This is an optimization exercise on Yosys and OpenROAD, whose aim is small area, a short achievable clock period and few clock cycles, not a production implementation.
The RTL was checked by simulation tests, not by an equivalence proof against the original design.
The clock port is modelled as an ideal driver; clocking choices that lean on that would not hold on a real chip.
No activity file was given, so power comes from the tool's default toggle rates.

## run 1
// mul_accel_top
module mul_accel_top #(
  parameter int unsigned StreamerCsrNum = 6
) (
  input  logic  clk_i,
  input  logic  rst_n_i,
  input  mul_accel_pkg::addr_t csr_req_addr_i,
  input  mul_accel_pkg::word_t csr_req_data_i,
  input  logic  csr_req_write_i,
  input  logic  csr_req_valid_i,
  output logic  csr_req_ready_o,
  output mul_accel_pkg::word_t csr_rsp_data_o,
  output logic  csr_rsp_valid_o,
  input  logic  csr_rsp_ready_i,
  output mul_accel_pkg::addr_t tcdm_addr_o,
  output mul_accel_pkg::word_t tcdm_wdata_o,
  output logic  tcdm_write_o,
  output logic  tcdm_req_o,
  input  logic  tcdm_gnt_i,
  input  mul_accel_pkg::word_t tcdm_rdata_i,
  input  logic  tcdm_rvalid_i
);
Settings: LEC_CHECK=0, CAP_MARGIN=20, CORE_MARGIN=8, CORE_UTILIZATION=60, CTS_BUF_LIST=sky130_fd_sc_hd__clkbuf_16, CTS_CLUSTER_DIAMETER=100, CTS_CLUSTER_SIZE=20, PLACE_DENSITY=0.75, SETUP_SLACK_MARGIN=4.2, SLEW_MARGIN=20; clock period 8.0 ns.
standard.sh (not shown) runs the stock make flow with config.mk's settings and CLKGATE_MAP_FILE= SYNTH_SCRIPT=/design/flow/synth_recipe.tcl, a recipe that flattens the netlist after the stock synthesis.
==> flow/flow/run.sh <==
#!/bin/bash
set -euo pipefail
ARGS="BUFFER_PORTS_ARGS=-buffer_cell sky130_fd_sc_hd__buf_1"
R=orfs/results/sky130hd/mul_accel_top/base
bash standard.sh "$ARGS" cts > flow_make_cts.log 2>&1
SKEW_DB=$R/4_cts.odb SKEW_SDC=$R/4_cts.sdc SKEW_OUT=$R/4_cts.odb \
  SKEW_DLY=sky130_fd_sc_hd__clkdlybuf4s18_1 SKEW_DRV=sky130_fd_sc_hd__clkbuf_16 \
  openroad -no_init -exit flow/skew.tcl > skew.log 2>&1
bash standard.sh "$ARGS" finish > flow_make_finish.log 2>&1
Other scripts of this flow, unchanged in this note and not shown: flow/flow/skew.tcl
Testbench counts of run 1, summed over its fixed seeds: cycles 11,462.
For run 2, these inputs were changed with respect to run 1:
# run 1
export LEC_CHECK = 0
export CAP_MARGIN = 20
export CORE_MARGIN = 8
export CORE_UTILIZATION = 60
export CTS_BUF_LIST = sky130_fd_sc_hd__clkbuf_16
export CTS_CLUSTER_DIAMETER = 100
export CTS_CLUSTER_SIZE = 20
export PLACE_DENSITY = 0.75
export SETUP_SLACK_MARGIN = 4.2
export SLEW_MARGIN = 20
create_clock -name core_clock -period 8.0 [get_ports {clk_i}]
# run 2
export LEC_CHECK = 0
export CAP_MARGIN = 20
export CORE_MARGIN = 8
export CORE_UTILIZATION = 60
export CTS_BUF_LIST = sky130_fd_sc_hd__clkbuf_16
export CTS_CLUSTER_DIAMETER = 100
export CTS_CLUSTER_SIZE = 20
export PLACE_DENSITY = 0.75
export SETUP_SLACK_MARGIN = 3.8
export SLEW_MARGIN = 20
create_clock -name core_clock -period 8.0 [get_ports {clk_i}]
Notes after the runs:
From run 1 to run 2 the numbers moved as follows: critical path depth in cells higher; final-layout fill cell count higher; number of multi-input logic gates roughly the same; detailed-route vias per instance lower.
### run 2 -> run 3
# run 2
export LEC_CHECK = 0
export CAP_MARGIN = 20
export CORE_MARGIN = 8
export CORE_UTILIZATION = 60
export CTS_BUF_LIST = sky130_fd_sc_hd__clkbuf_16
export CTS_CLUSTER_DIAMETER = 100
export CTS_CLUSTER_SIZE = 20
export PLACE_DENSITY = 0.75
export SETUP_SLACK_MARGIN = 3.8
export SLEW_MARGIN = 20
create_clock -name core_clock -period 8.0 [get_ports {clk_i}]
# run 3
export LEC_CHECK = 0
export CAP_MARGIN = 20
export CORE_MARGIN = 8
export CORE_UTILIZATION = 60
export CTS_BUF_LIST = sky130_fd_sc_hd__clkbuf_16
export CTS_CLUSTER_DIAMETER = 100
export CTS_CLUSTER_SIZE = 20
export PLACE_DENSITY = 0.75
export SETUP_SLACK_MARGIN = 4
export SLEW_MARGIN = 20
create_clock -name core_clock -period 8.0 [get_ports {clk_i}]
## What came out
Synthesis-stage register bit count came out exactly the same in run 2 and run 3.
As far as multi-input combinational cell count is concerned, run 3 and run 2 perform about the same.
Going from run 2 to run 3, total wire length went up 2000 microns; critical path depth went down 8.

---

Another version of the RTL of mul_accel_top (not shown whole).
Size in the first run: about 2100 cells after synthesis, about 350 flip-flops, about 200 I/O pins, about 22000 um^2 of cells after synthesis.
clock: 8.0 ns
lec_check: 0
cap_margin: 20
core_margin: 8
core_utilization: 60
cts_buf_list: sky130_fd_sc_hd__clkbuf_16
cts_cluster_diameter: 100
cts_cluster_size: 20
place_density: 0.75
setup_slack_margin: 4
slew_margin: 20
==> flow/flow/skew.tcl <==
# Useful skew for the multiplier: delay the clock of the result register c_q, where the
# multiplier's register-to-register paths end. Each group of c_q flip-flops on one clock
# leaf net gets its own delay buffer between the leaf net and their clock pins.
read_liberty $::env(FLOW_HOME)/platforms/sky130hd/lib/sky130_fd_sc_hd__tt_025C_1v80.lib
read_db $::env(SKEW_DB)
read_sdc $::env(SKEW_SDC)
set_propagated_clock [all_clocks]
source $::env(FLOW_HOME)/platforms/sky130hd/setRC.tcl
estimate_parasitics -placement
puts "before:"
report_checks -path_delay max -to [get_pins -hierarchical c_q*/D] -format end
report_checks -path_delay max -from [get_pins -hierarchical c_q*/CLK] -format end
set block [ord::get_db_block]
set dly_master [[ord::get_db] findMaster $::env(SKEW_DLY)]
set drv_master [[ord::get_db] findMaster $::env(SKEW_DRV)]
array set groups {}
foreach inst [$block getInsts] {
  if {[regexp {^c_q\\\[} [$inst getName]]} {
    set net [[$inst findITerm CLK] getNet]
    lappend groups([$net getName]) $inst
  }
}
set k 0
foreach netname [lsort [array names groups]] {
  set net [$block findNet $netname]
  # delay cell, then a clock buffer that drives the flip-flops with a sharp edge
  set dly [odb::dbInst_create $block $dly_master skew_dly_$k]
  set mid [odb::dbNet_create $block skew_mid_$k]
  $mid setSigType CLOCK
  set buf [odb::dbInst_create $block $drv_master skew_buf_$k]
  set nn [odb::dbNet_create $block skew_net_$k]
  $nn setSigType CLOCK
  [$dly findITerm A] connect $net
  [$dly findITerm X] connect $mid
  [$buf findITerm A] connect $mid
  [$buf findITerm X] connect $nn
  set sx 0; set sy 0; set c 0
  foreach inst $groups($netname) {
    set it [$inst findITerm CLK]
    $it disconnect
    $it connect $nn
    set bb [$inst getBBox]
    set sx [expr {$sx + [$bb xMin]}]; set sy [expr {$sy + [$bb yMin]}]; incr c
  }
  $buf setLocation [expr {$sx / $c}] [expr {$sy / $c}]
  $buf setPlacementStatus PLACED
  $dly setLocation [expr {$sx / $c}] [expr {$sy / $c}]
  $dly setPlacementStatus PLACED
  puts "skew_buf_$k on $netname drives $c flip-flops"
  incr k
}
global_connect
detailed_placement
check_placement -verbose
estimate_parasitics -placement
puts "after:"
report_checks -path_delay max -to [get_pins -hierarchical c_q*/D] -format end
report_checks -path_delay max -from [get_pins -hierarchical c_q*/CLK] -format end
report_checks -path_delay min -to [get_pins -hierarchical c_q*/D] -format end
report_check_types -max_slew -max_capacitance
foreach p [get_pins -hierarchical c_q*/CLK] { report_slews $p }
write_db $::env(SKEW_OUT)
Scripts as last shown in full above: flow/flow/run.sh
Testbench counts at the start, summed over its fixed seeds: cycles 11,462.
Rerun with:
--- a/flow/config.mk
+++ b/flow/config.mk
@@ -10,6 +10,6 @@
 export CORE_UTILIZATION = 60
 export CTS_BUF_LIST = sky130_fd_sc_hd__clkbuf_16
-export CTS_CLUSTER_DIAMETER = 100
-export CTS_CLUSTER_SIZE = 20
+export CTS_CLUSTER_DIAMETER = 120
+export CTS_CLUSTER_SIZE = 26
 export PLACE_DENSITY = 0.75
 export SETUP_SLACK_MARGIN = 4
Power decreases by 6.0%; first-iteration DRC count increases by 1.3%; sequential power hardly moves; routed wire length increases by 0.46%; fmax decreases by 0.70%; count of clock-buffer cells in the layout decreases by 5; setup slack degrades by 0.028 ns.
Rerun with:
==> flow/flow/run.sh (replaced) <==
#!/bin/bash
set -euo pipefail
ARGS="BUFFER_PORTS_ARGS=-buffer_cell sky130_fd_sc_hd__buf_1"
R=orfs/results/sky130hd/mul_accel_top/base
bash standard.sh "$ARGS" cts > flow_make_cts.log 2>&1
SKEW_DB=$R/4_cts.odb SKEW_SDC=$R/4_cts.sdc SKEW_OUT=$R/4_cts.odb \
  SKEW_DLY=sky130_fd_sc_hd__clkdlybuf4s15_1 SKEW_DRV=sky130_fd_sc_hd__clkbuf_16 \
  openroad -no_init -exit flow/skew.tcl > skew.log 2>&1
bash standard.sh "$ARGS" finish > flow_make_finish.log 2>&1
--- a/flow/config.mk
+++ b/flow/config.mk
@@ -10,6 +10,6 @@
 export CORE_UTILIZATION = 60
 export CTS_BUF_LIST = sky130_fd_sc_hd__clkbuf_16
-export CTS_CLUSTER_DIAMETER = 120
-export CTS_CLUSTER_SIZE = 26
+export CTS_CLUSTER_DIAMETER = 100
+export CTS_CLUSTER_SIZE = 20
 export PLACE_DENSITY = 0.75
 export SETUP_SLACK_MARGIN = 4
The changed run produced a clean layout.
Die area is unchanged.
Global-route usage hardly moves.
Clock skew is lower by 0.065 ns.
Setup slack is better by 0.0084 ns.
Total power is higher by a few percent.
Fmax barely changes.
Combinational power barely changes.
Final area is higher slightly.
Rerun with:
==> flow/flow/run.sh (replaced) <==
#!/bin/bash
set -euo pipefail
ARGS="BUFFER_PORTS_ARGS=-buffer_cell sky130_fd_sc_hd__buf_1"
R=orfs/results/sky130hd/mul_accel_top/base
bash standard.sh "$ARGS" cts > flow_make_cts.log 2>&1
SKEW_DB=$R/4_cts.odb SKEW_SDC=$R/4_cts.sdc SKEW_OUT=$R/4_cts.odb \
  SKEW_DLY=sky130_fd_sc_hd__clkdlybuf4s18_1 SKEW_DRV=sky130_fd_sc_hd__clkbuf_16 \
  openroad -no_init -exit flow/skew.tcl > skew.log 2>&1
bash standard.sh "$ARGS" finish > flow_make_finish.log 2>&1
--- a/flow/config.mk
+++ b/flow/config.mk
@@ -8,9 +8,9 @@
 export CAP_MARGIN = 20
 export CORE_MARGIN = 8
-export CORE_UTILIZATION = 60
+export CORE_UTILIZATION = 70
 export CTS_BUF_LIST = sky130_fd_sc_hd__clkbuf_16
 export CTS_CLUSTER_DIAMETER = 100
 export CTS_CLUSTER_SIZE = 20
-export PLACE_DENSITY = 0.75
+export PLACE_DENSITY = 0.85
 export SETUP_SLACK_MARGIN = 4
 export SLEW_MARGIN = 20
Outcome:
- setup slack is worse by 0.099 ns
- total power falls slightly
- utilization went up by 11 points
- via count is higher by a few percent
- maximum frequency shrinks by a few percent
- wire length rose by a few percent
- non-clock buffer count rises by 12
- global-route usage grows by 4.9 points
- flip-flop and latch count is unchanged
- final cell count is lower by a few percent
Rerun with:
--- a/flow/config.mk
+++ b/flow/config.mk
@@ -8,9 +8,9 @@
 export CAP_MARGIN = 20
 export CORE_MARGIN = 8
-export CORE_UTILIZATION = 70
+export CORE_UTILIZATION = 60
 export CTS_BUF_LIST = sky130_fd_sc_hd__clkbuf_16
 export CTS_CLUSTER_DIAMETER = 100
 export CTS_CLUSTER_SIZE = 20
-export PLACE_DENSITY = 0.85
-export SETUP_SLACK_MARGIN = 4
+export PLACE_DENSITY = 0.75
+export SETUP_SLACK_MARGIN = 4.1
 export SLEW_MARGIN = 20
The new run passed the timing, design-rule and antenna checks.
Utilization goes down by 10 points.
Sequential power hardly moves.
Die area went up by 15%.
Global-route usage drops by 4.6 points.
Register-to-register slack gains 0.03 ns.
Flip-flop and latch count does not change.
Cell area rose by 1.7%.
Area after synthesis stays the same.
Maximum frequency grows by about 0.7%.
Setup slack is better by 0.030 ns.

---

Another version of the RTL of mul_accel_top (not shown whole).
Size: ~2000 cells after synthesis, roughly 320 flip-flops, about 200 I/O pins, ~0.021 mm² of cells after synthesis.
Settings: LEC_CHECK=0, CAP_MARGIN=20, CORE_MARGIN=8, CORE_UTILIZATION=40, PLACE_DENSITY=0.6, SETUP_SLACK_MARGIN=0, SLEW_MARGIN=20; clock period 8.0 ns.
run.sh (not shown) runs the stock make flow with config.mk's settings and CLKGATE_MAP_FILE= SYNTH_SCRIPT=/design/flow/synth_recipe.tcl, a recipe that flattens the netlist after the stock synthesis.
Stock flow here: none of the scripts above is used.
The starting point produced a clean layout.
Testbench counts at the start, summed over its fixed seeds: cycles 11,462.
Change:
==> flow/flow/run.sh (new file) <==
#!/bin/bash
set -euo pipefail
bash standard.sh "BUFFER_PORTS_ARGS=-buffer_cell sky130_fd_sc_hd__buf_1" finish > flow_make.log 2>&1
==> flow/standard.sh (new file) <==
#!/bin/bash
# synth_recipe.tcl (not shown) runs the flow's synth.tcl, then flattens the netlist and writes it again
# the make line also repeats each setting of config.mk as NAME=value (left out here)
make -C /OpenROAD-flow-scripts/flow DESIGN_CONFIG=/design/flow/config.mk WORK_HOME=/design/flow/orfs CLKGATE_MAP_FILE= SYNTH_SCRIPT=/design/flow/synth_recipe.tcl "${@:-finish}"
--- a/flow/config.mk
+++ b/flow/config.mk
@@ -9,5 +9,8 @@
 export CORE_MARGIN = 8
 export CORE_UTILIZATION = 40
+export CTS_BUF_LIST = sky130_fd_sc_hd__clkbuf_16
+export CTS_CLUSTER_DIAMETER = 100
+export CTS_CLUSTER_SIZE = 20
 export PLACE_DENSITY = 0.6
-export SETUP_SLACK_MARGIN = 0
+export SETUP_SLACK_MARGIN = 4
 export SLEW_MARGIN = 20
removed: flow/run.sh
The changed run finished clean.
Global-route usage climbs by 0.19 points.
Flip-flop and latch count is unchanged.
Final area falls by 1.9%.
Via count went up by 2.8%.
Fmax came out higher by 22%.
Change:
--- a/flow/config.mk
+++ b/flow/config.mk
@@ -10,6 +10,6 @@
 export CORE_UTILIZATION = 40
 export CTS_BUF_LIST = sky130_fd_sc_hd__clkbuf_16
-export CTS_CLUSTER_DIAMETER = 100
-export CTS_CLUSTER_SIZE = 20
+export CTS_CLUSTER_DIAMETER = 150
+export CTS_CLUSTER_SIZE = 30
 export PLACE_DENSITY = 0.6
 export SETUP_SLACK_MARGIN = 4
What happened: The changed run passed the timing, design-rule and antenna checks; wire length goes down by 0.57%; cell count shrinks by 0.66%; design area decreases by 0.79%; power shrinks by 5.7%; worst setup slack degrades by 0.050 ns; maximum frequency goes down by 1.1%.
Change:
--- a/flow/config.mk
+++ b/flow/config.mk
@@ -10,7 +10,7 @@
 export CORE_UTILIZATION = 40
 export CTS_BUF_LIST = sky130_fd_sc_hd__clkbuf_16
-export CTS_CLUSTER_DIAMETER = 150
-export CTS_CLUSTER_SIZE = 30
+export CTS_CLUSTER_DIAMETER = 100
+export CTS_CLUSTER_SIZE = 20
 export PLACE_DENSITY = 0.6
-export SETUP_SLACK_MARGIN = 4
+export SETUP_SLACK_MARGIN = 3.4
 export SLEW_MARGIN = 20
What happened: The changed run completed with no timing, DRC or antenna violations; total power goes up by 6.8%; cell area falls by 1.3%; clock skew stays flat; routed wire length fell by 0.91%; fmax is lower by 1.3%; via count hardly moves; non-clock buffer count falls by 18; hold slack stays flat; setup slack gets worse by 0.060 ns; synthesized area stays the same.
Change:
==> flow/run.sh (new file) <==
#!/bin/bash
# synth_recipe.tcl (not shown) runs the flow's synth.tcl, then flattens the netlist and writes it again
# the make line also repeats each setting of config.mk as NAME=value (left out here)
make -C /OpenROAD-flow-scripts/flow DESIGN_CONFIG=/design/flow/config.mk WORK_HOME=/design/flow/orfs CLKGATE_MAP_FILE= SYNTH_SCRIPT=/design/flow/synth_recipe.tcl finish
--- a/flow/config.mk
+++ b/flow/config.mk
@@ -9,8 +9,6 @@
 export CORE_MARGIN = 8
 export CORE_UTILIZATION = 40
-export CTS_BUF_LIST = sky130_fd_sc_hd__clkbuf_16
-export CTS_CLUSTER_DIAMETER = 100
-export CTS_CLUSTER_SIZE = 20
+export CTS_BUF_LIST = sky130_fd_sc_hd__clkbuf_4
 export PLACE_DENSITY = 0.6
-export SETUP_SLACK_MARGIN = 3.4
+export SETUP_SLACK_MARGIN = 4
 export SLEW_MARGIN = 20
removed: flow/flow/run.sh
removed: flow/standard.sh
- The changed run ran to the end with no violations
- sequential share of layout area falls by 3.7 points
- sequential cell count does not change
- wire length goes up by 8.3%
- setup slack gets better by 0.012 ns
- global-route usage came out higher by 1.4 points
- fmax is about the same
Change:
--- a/flow/config.mk
+++ b/flow/config.mk
@@ -9,5 +9,5 @@
 export CORE_MARGIN = 8
 export CORE_UTILIZATION = 40
-export CTS_BUF_LIST = sky130_fd_sc_hd__clkbuf_4
+export CTS_BUF_LIST = sky130_fd_sc_hd__clkbuf_8
 export PLACE_DENSITY = 0.6
 export SETUP_SLACK_MARGIN = 4
Routed wire length drops slightly.
Via count came out lower slightly.
Sequential share of layout area falls by 0.15 points.
Cell area goes up slightly.
Combinational power decreases by a few percent.
Power climbs by a few percent.
Critical path depth is lower by 2.
Worst hold slack hardly moves.
Worst setup slack gains 0.028 ns.
Clock power increases by a few percent.
Register-to-register slack gets better by 0.03 ns.

what the ideal ports hide:
The flow's constraints put no driver on any port. The routed layouts listed below were extracted and timed again, unchanged, in two steps.
Step 1 sets driving cells, clkbuf_16 on the clock port and buf_2 on the other inputs (assumed; they add their load-dependent delay and slew).
Step 2, shift: input delay + t, output delay - t, t = (earliest + latest rising clock arrival at the registers) / 2. This alone moves slack from input paths to output paths.
Slacks: no drivers / after step 1 / after step 2; pairs: no drivers / after step 1.
| run | t, ns | slack for setup (ns) | hold WS [ns] | clock arrival spread, ns |
|---|---|---|---|---|
| run 1 | 0.767 | 4.058 / 4.006 / 3.573 | 0.488 / 0.488 / 0.488 | 0.451 / 0.450 |
| run 2 | 0.753 | 3.973 / 3.942 / 3.513 | 0.489 / 0.489 / 0.489 | 0.430 / 0.430 |
| run 3 | 0.747 | 4.049 / 4.001 / 3.586 | 0.480 / 0.480 / 0.480 | 0.390 / 0.390 |
| the first run of note 2 | 0.780 | 4.077 / 4.022 / 3.573 | 0.488 / 0.488 / 0.488 | 0.398 / 0.398 |
| the second run of note 2 | 0.742 | 4.049 / 4.045 / 3.619 | 0.485 / 0.485 / 0.485 | 0.448 / 0.447 |
| the third run of note 2 | 0.772 | 4.058 / 4.003 / 3.593 | 0.479 / 0.479 / 0.479 | 0.383 / 0.383 |
| the fourth run of note 2 | 0.808 | 3.959 / 3.959 / 3.549 | 0.488 / 0.488 / 0.488 | 0.469 / 0.469 |
| the fifth run of note 2 | 0.748 | 3.989 / 3.989 / 3.614 | 0.469 / 0.469 / 0.469 | 0.411 / 0.411 |
| the first run of note 3 | 0.631 | 2.430 / 2.430 / 2.430 | 0.477 / 0.477 / 0.477 | 0.039 / 0.039 |
| the second run of note 3 | 0.604 | 3.427 / 3.427 / 3.427 | 0.485 / 0.485 / 0.485 | 0.030 / 0.030 |
| the third run of note 3 | 0.577 | 3.377 / 3.377 / 3.377 | 0.485 / 0.485 / 0.485 | 0.026 / 0.026 |
| the fourth run of note 3 | 0.607 | 3.317 / 3.317 / 3.317 | 0.483 / 0.483 / 0.483 | 0.041 / 0.041 |
| the fifth run of note 3 | 0.888 | 3.329 / 3.329 / 3.329 | 0.483 / 0.483 / 0.483 | 0.102 / 0.103 |
| the sixth run of note 3 | 0.711 | 3.357 / 3.357 / 3.357 | 0.485 / 0.485 / 0.485 | 0.064 / 0.065 |
Clock arrivals are far apart in 8 of these runs, so t is only a midpoint there and step 2 fits no single register. The setup slack of the first run of note 2, which loses most, moves by -0.055 ns with the drivers and by -0.504 ns with both steps.
